This design comes from an exercise in tuning for small area, a short achievable clock period and few clock cycles per item on the open sky130 flow, not from production work. Power is estimated from default activity; no workload was simulated.

==> job 1634 <==
==> flow/design.v (excerpt) <==
module per_channel_min_max_mean (
  input  logic        clk_i,
  input  logic        rst_ni,
  input  logic        s_axis_tvalid,
  output logic        s_axis_tready,
  input  logic        s_axis_tuser,   
  input  logic [47:0] s_axis_tdata,   
  output logic        m_axis_tvalid,
  input  logic        m_axis_tready,
  output logic [119:0] m_axis_tdata,  
  input  logic        cfg_valid_i,
  output logic        cfg_ready_o,
  input  logic        cfg_index_i,
  input  logic [ValueW-1:0] cfg_data_i
);
==> flow/config.mk <==
export PLATFORM = sky130hd
export DESIGN_NAME = per_channel_min_max_mean
export DESIGN_NICKNAME = per_channel_min_max_mean
export VERILOG_FILES = /design/flow/design.v
export SDC_FILE = /design/flow/constraint.sdc
export NUM_CORES = 4
export LEC_CHECK = 0
export ABC_CLOCK_PERIOD_IN_PS = 3000
export CAP_MARGIN = 20
export CORE_MARGIN = 2
export CORE_UTILIZATION = 40
export PLACE_DENSITY = 0.6
export SETUP_SLACK_MARGIN = 4.0
export SLEW_MARGIN = 20
==> flow/constraint.sdc <==
create_clock -name core_clock -period 7.0 [get_ports {clk_i}]
set_input_delay 1.4000 -clock core_clock [delete_from_list [all_inputs] [get_ports {clk_i}]]
set_output_delay 1.4000 -clock core_clock [all_outputs]
set_load 0.01 [all_outputs]
run.sh (not shown) runs the stock make flow with config.mk's settings and CLKGATE_MAP_FILE= SYNTH_SCRIPT=/design/flow/synth_recipe.tcl, a recipe that flattens the netlist after the stock synthesis.
==> job 9502 (differences from job 1634) <==
--- a/flow/design.v
+++ b/flow/design.v
@@ -58,108 +58,144 @@
   assign in_val = s_axis_tdata[23:4];
   assign in_ts  = s_axis_tdata[40:24];
   always_comb begin
     for (int c = 0; c < Channels; c++) in_sel[c] = (in_ch == ChanW'(c));
   end
   localparam int unsigned StatW = 2 * (ValueW + TimeW) + SumW + CountW;
   logic [Channels-1:0]            vld_q;
   logic [Channels-1:0][StatW-1:0] stat_q;    
-  logic [Channels-1:0]            b_sel;   
   logic                           r_vld;
   logic [StatW-1:0]               r_stat;
   always_comb begin
     r_vld  = 1'b0;
     r_stat = '0;
     for (int c = 0; c < Channels; c++) begin
       r_vld  = r_vld  | (in_sel[c] & vld_q[c]);
       r_stat = r_stat | ({StatW{in_sel[c]}} & stat_q[c]);
     end
   end
-  logic              b_rec, b_rd;
-  logic [ChanW-1:0]  b_ch;
-  logic [ValueW-1:0] b_val;
-  logic [TimeW-1:0]  b_ts;
-  logic              e_vld;
-  logic [ValueW-1:0] e_minv, e_maxv;
-  logic [TimeW-1:0]  e_mint, e_maxt;
-  logic [SumW-1:0]   e_sum;
-  logic [CountW-1:0] e_cnt;
-  logic [ValueW-1:0] n_minv, n_maxv;
-  logic [TimeW-1:0]  n_mint, n_maxt;
-  logic [SumW-1:0]   n_sum;
-  logic [CountW-1:0] n_cnt;
-  logic in_win, fwd;
+  logic                y_rec, y_rd, y_fwd;
+  logic [ChanW-1:0]    y_ch;
+  logic [Channels-1:0] y_sel;
+  logic [ValueW-1:0]   y_val;
+  logic [TimeW-1:0]    y_ts;
+  logic                y_evld;
+  logic [StatW-1:0]    y_e;
+  logic                w_rec, w_rd, w_lte, w_gte;
+  logic [ChanW-1:0]    w_ch;
+  logic [Channels-1:0] w_sel;
+  logic [ValueW-1:0]   w_val;
+  logic [TimeW-1:0]    w_ts;
+  logic                w_evld;
+  logic [ValueW-1:0]   e_minv, e_maxv;
+  logic [TimeW-1:0]    e_mint, e_maxt;
+  logic [SumW-1:0]     e_sum;
+  logic [CountW-1:0]   e_cnt;
+  logic [StatW-1:0]    n_stat;    
+  logic in_win, in_fwd;
   assign in_win = (in_val >= low_q) && (in_val <= high_q);
-  assign fwd    = b_rec && (in_ch == b_ch);
+  assign in_fwd = w_rec && (in_ch == w_ch);
   always_ff @(posedge clk_i or negedge rst_ni) begin
     if (!rst_ni) begin
-      b_rec <= 1'b0;
-      b_rd  <= 1'b0;
+      y_rec <= 1'b0;
+      y_rd  <= 1'b0;
     end else begin
-      b_rec <= take && !s_axis_tuser && in_win;
-      b_rd  <= take && s_axis_tuser;
+      y_rec <= take && !s_axis_tuser && in_win;
+      y_rd  <= take && s_axis_tuser;
     end
   end
   always_ff @(posedge clk_i) begin
-    b_ch  <= in_ch;
-    b_val <= in_val;
-    b_ts  <= in_ts;
-    b_sel <= in_sel;
-    if (fwd) begin
-      e_vld  <= 1'b1;
-      e_minv <= n_minv;
-      e_mint <= n_mint;
-      e_maxv <= n_maxv;
-      e_maxt <= n_maxt;
-      e_sum  <= n_sum;
-      e_cnt  <= n_cnt;
-    end else begin
-      e_vld <= r_vld;
-      {e_minv, e_mint, e_maxv, e_maxt, e_sum, e_cnt} <= r_stat;
-    end
-  end
-  logic lt_min, gt_max, sat;
-  assign lt_min = {b_val, b_ts} < {e_minv, e_mint};
-  assign gt_max = {b_val, ~b_ts} > {e_maxv, ~e_maxt};
-  assign sat    = (e_cnt == CountMax);
-  always_comb begin
-    if (!e_vld) begin
-      n_minv = b_val;
-      n_mint = b_ts;
-      n_maxv = b_val;
-      n_maxt = b_ts;
-      n_sum  = SumW'(b_val);
-      n_cnt  = CountW'(1);
-    end else begin
-      n_minv = lt_min ? b_val : e_minv;
-      n_mint = lt_min ? b_ts  : e_mint;
-      n_maxv = gt_max ? b_val : e_maxv;
-      n_maxt = gt_max ? b_ts  : e_maxt;
-      n_sum  = sat ? e_sum : e_sum + SumW'(b_val);
-      n_cnt  = sat ? e_cnt : e_cnt + 1'b1;
+    y_ch  <= in_ch;
+    y_sel <= in_sel;
+    y_val <= in_val;
+    y_ts  <= in_ts;
+    y_fwd <= y_rec && (in_ch == y_ch);
+    if (in_fwd) begin
+      y_evld <= 1'b1;
+      y_e    <= n_stat;
+    end else begin
+      y_evld <= r_vld;
+      y_e    <= r_stat;
     end
   end
+  logic [ValueW-1:0] y_minv, y_maxv;
+  logic [TimeW-1:0]  y_mint, y_maxt;
+  assign {y_minv, y_mint, y_maxv, y_maxt} = y_e[StatW-1 -: 2 * (ValueW + TimeW)];
+  logic c1_lt, c2_lt, c1_gt, c2_gt, y_lt, y_gt;
+  assign c1_lt = (y_val < y_minv) || (y_val == y_minv && y_ts < y_mint);
+  assign c2_lt = (y_val < w_val)  || (y_val == w_val  && y_ts < w_ts);
+  assign c1_gt = (y_val > y_maxv) || (y_val == y_maxv && y_ts < y_maxt);
+  assign c2_gt = (y_val > w_val)  || (y_val == w_val  && y_ts < w_ts);
+  assign y_lt  = (y_fwd && w_lte) ? c2_lt : c1_lt;
+  assign y_gt  = (y_fwd && w_gte) ? c2_gt : c1_gt;
+  always_ff @(posedge clk_i or negedge rst_ni) begin
+    if (!rst_ni) begin
+      w_rec <= 1'b0;
+      w_rd  <= 1'b0;
+    end else begin
+      w_rec <= y_rec;
+      w_rd  <= y_rd;
+    end
+  end
+  always_ff @(posedge clk_i) begin
+    w_ch  <= y_ch;
+    w_sel <= y_sel;
+    w_val <= y_val;
+    w_ts  <= y_ts;
+    if (y_fwd) begin
+      w_evld <= 1'b1;
+      {e_minv, e_mint, e_maxv, e_maxt, e_sum, e_cnt} <= n_stat;
+      w_lte  <= y_lt;
+      w_gte  <= y_gt;
+    end else begin
+      w_evld <= y_evld;
+      {e_minv, e_mint, e_maxv, e_maxt, e_sum, e_cnt} <= y_e;
+      w_lte  <= y_lt || !y_evld;
+      w_gte  <= y_gt || !y_evld;
+    end
+  end
+  logic sat;
+  logic [SumW-1:0]   n_sum;
+  logic [CountW-1:0] n_cnt;
+  assign sat = (e_cnt == CountMax);
+  always_comb begin
+    if (!w_evld) begin
+      n_sum = SumW'(w_val);
+      n_cnt = CountW'(1);
+    end else if (sat) begin
+      n_sum = e_sum;
+      n_cnt = e_cnt;
+    end else begin
+      n_sum = e_sum + SumW'(w_val);
+      n_cnt = e_cnt + 1'b1;
+    end
+  end
+  assign n_stat = {w_lte ? w_val : e_minv, w_lte ? w_ts : e_mint,
+                   w_gte ? w_val : e_maxv, w_gte ? w_ts : e_maxt,
+                   n_sum, n_cnt};
   always_ff @(posedge clk_i or negedge rst_ni) begin
     if (!rst_ni) begin
       vld_q <= '0;
     end else begin
       for (int c = 0; c < Channels; c++) begin
-        if (b_rec && b_sel[c]) vld_q[c] <= 1'b1;
+        if (w_rec && w_sel[c]) vld_q[c] <= 1'b1;
       end
     end
   end
   always_ff @(posedge clk_i) begin
     for (int c = 0; c < Channels; c++) begin
-      if (b_rec && b_sel[c]) stat_q[c] <= {n_minv, n_mint, n_maxv, n_maxt, n_sum, n_cnt};
+      if (w_rec && w_sel[c]) stat_q[c] <= n_stat;
     end
   end
   logic [SnapW-1:0] snap;
-  assign snap = {b_ch, e_vld,
-                 {(SnapW-ChanW-1){e_vld}} & {e_minv, e_mint, e_maxv, e_maxt, e_cnt, e_sum}};
+  logic             b_rd;
+  assign b_rd = w_rd;
+  assign snap = {w_ch, w_evld,
+                 {(SnapW-ChanW-1){w_evld}} & {e_minv, e_mint, e_maxv, e_maxt, e_cnt, e_sum}};
   logic [SnapW-1:0] q_d [QDepth];
   logic [QDepth-1:0] q_v;
   logic [QDepth:0]   q_mv;    
   logic              o_free;
   always_comb begin
     q_mv[QDepth] = q_v[QDepth-1] && o_free;
     for (int k = QDepth - 1; k >= 1; k--) begin
       q_mv[k] = q_v[k-1] && (!q_v[k] || q_mv[k+1]);
@@ -212,23 +248,34 @@
       else if (j % 2 == 1) mul[j] = o_mul[j];
       else                 mul[j] = mul[j/2] << 1;
     end
   end
   logic [CountW+DivR-1:0] trial;
   logic [DivR-1:0]        qbits;
   logic [CountW-1:0]      rem_n;
   assign trial = {o_rem, o_qd[DivP-1 -: DivR]};
+  logic [NMul+1:0]        ge;
+  logic [CountW+DivR-1:0] diff [NMul+1];
   always_comb begin
-    qbits = '0;
-    rem_n = trial[CountW-1:0];
+    diff[0]    = trial;
+    ge[0]      = 1'b1;
+    ge[NMul+1] = 1'b0;
     for (int j = 1; j <= NMul; j++) begin
-      if (trial >= mul[j]) begin
-        qbits = DivR'(j);
-        rem_n = CountW'(trial - mul[j]);
+      diff[j] = trial - mul[j];
+      ge[j]   = (trial >= mul[j]);
+    end
+  end
+  always_comb begin
+    qbits = '0;
+    rem_n = '0;
+    for (int j = 0; j <= NMul; j++) begin
+      if (ge[j] && !ge[j+1]) begin
+        qbits = qbits | DivR'(j);
+        rem_n = rem_n | diff[j][CountW-1:0];
       end
     end
     if (!o_has) qbits = '0;
   end
   always_ff @(posedge clk_i or negedge rst_ni) begin
     if (!rst_ni) begin
       o_busy <= 1'b0;
       o_done <= 1'b0;
==> flow/config.mk (replaced) <==
export PLATFORM = sky130hd
export DESIGN_NAME = per_channel_min_max_mean
export DESIGN_NICKNAME = per_channel_min_max_mean
export VERILOG_FILES = /design/flow/design.v
export SDC_FILE = /design/flow/constraint.sdc
export NUM_CORES = 4
export LEC_CHECK = 0
export CAP_MARGIN = 20
export CORE_MARGIN = 2
export CORE_UTILIZATION = 40
export PLACE_DENSITY = 0.6
export SETUP_SLACK_MARGIN = 4.0
export SLEW_MARGIN = 20
==> flow_summary.yaml <==
sta:
  clock_skew_ps: 65.6
  hold_slack_ps: 415
  max-slew-margin-rel_pct: 19.9
layout:
  seqCellArea_sq_mm: 0.0794
  multi_input_cells: 3490
drt:
  m1WireLength_mm: 140
placed_design:
  place.gp.congestion: 0.919
  dpl.hpwl_mm: 173
grt:
  grt_usage_pct: 24.6
synth:
  synth_compound_area_share_pct: 12.2
floorplanning:
  die_area_sq_mm: 0.274
outcome:
  status: "timing/DRC/antenna clean"
# the run above: job 1634

==> flow_summary.yaml <==
sta:
  setup_violations: 0
  max-slew-margin-rel_pct: 21.1
  tns_ps: 0
placed_design:
  dpl.hpwl_mm: 180
  place.gp.congestion: 0.916
layout:
  seqCellArea_sq_mm: 0.0831
  multi_input_cells: 3912
pwr:
  clock_power_uw: 15500
grt:
  grt_usage_pct: 23.4
drt:
  m1WireLength_mm: 142
outcome:
  status: "timing/DRC/antenna clean"
setup_path:
  critPathBufInv: 2
  cp-end-kind: "register"
synth:
  synth_compound_area_share_pct: 12.0
floorplanning:
  die_area_sq_mm: 0.289
# the run above: job 9502

No functional check of the RTL was part of any run of this note.

afterwards: timing with drivers on the ports:
How much do the figures lean on ideal ports? The routed layouts below were timed once more, with nothing changed but the port constraints. Step 1 sets driving cells, clkbuf_16 on the clock port and buf_2 on the other inputs (assumed; they add their load-dependent delay and slew). Step 2 moves the port delays by t, midway between the first and last clock arrival at a register: inputs arrive t later, outputs are due t later. That takes back most of the time a late clock gives input paths. Slacks: no drivers / after step 1 / after step 2; pairs: no drivers / after step 1.
| run | t, ns | setup WS [ns] | worst setup path after step 2 | clock arrival spread, ns | worst register clock-pin slew, ns |
|---|---|---|---|---|---|
| job 1634 | 0.931 | 3.179 / 3.179 / 2.924 | input to register | 0.073 / 0.074 | 0.07 / 0.07 |
| job 9502 | 0.922 | 3.577 / 3.577 / 2.938 | input to register | 0.068 / 0.069 | 0.07 / 0.07 |
After both steps setup and hold are still met in every run listed. For job 9502, which loses most, drivers alone change the setup slack by 0.000 ns; drivers and shift together by -0.639 ns.
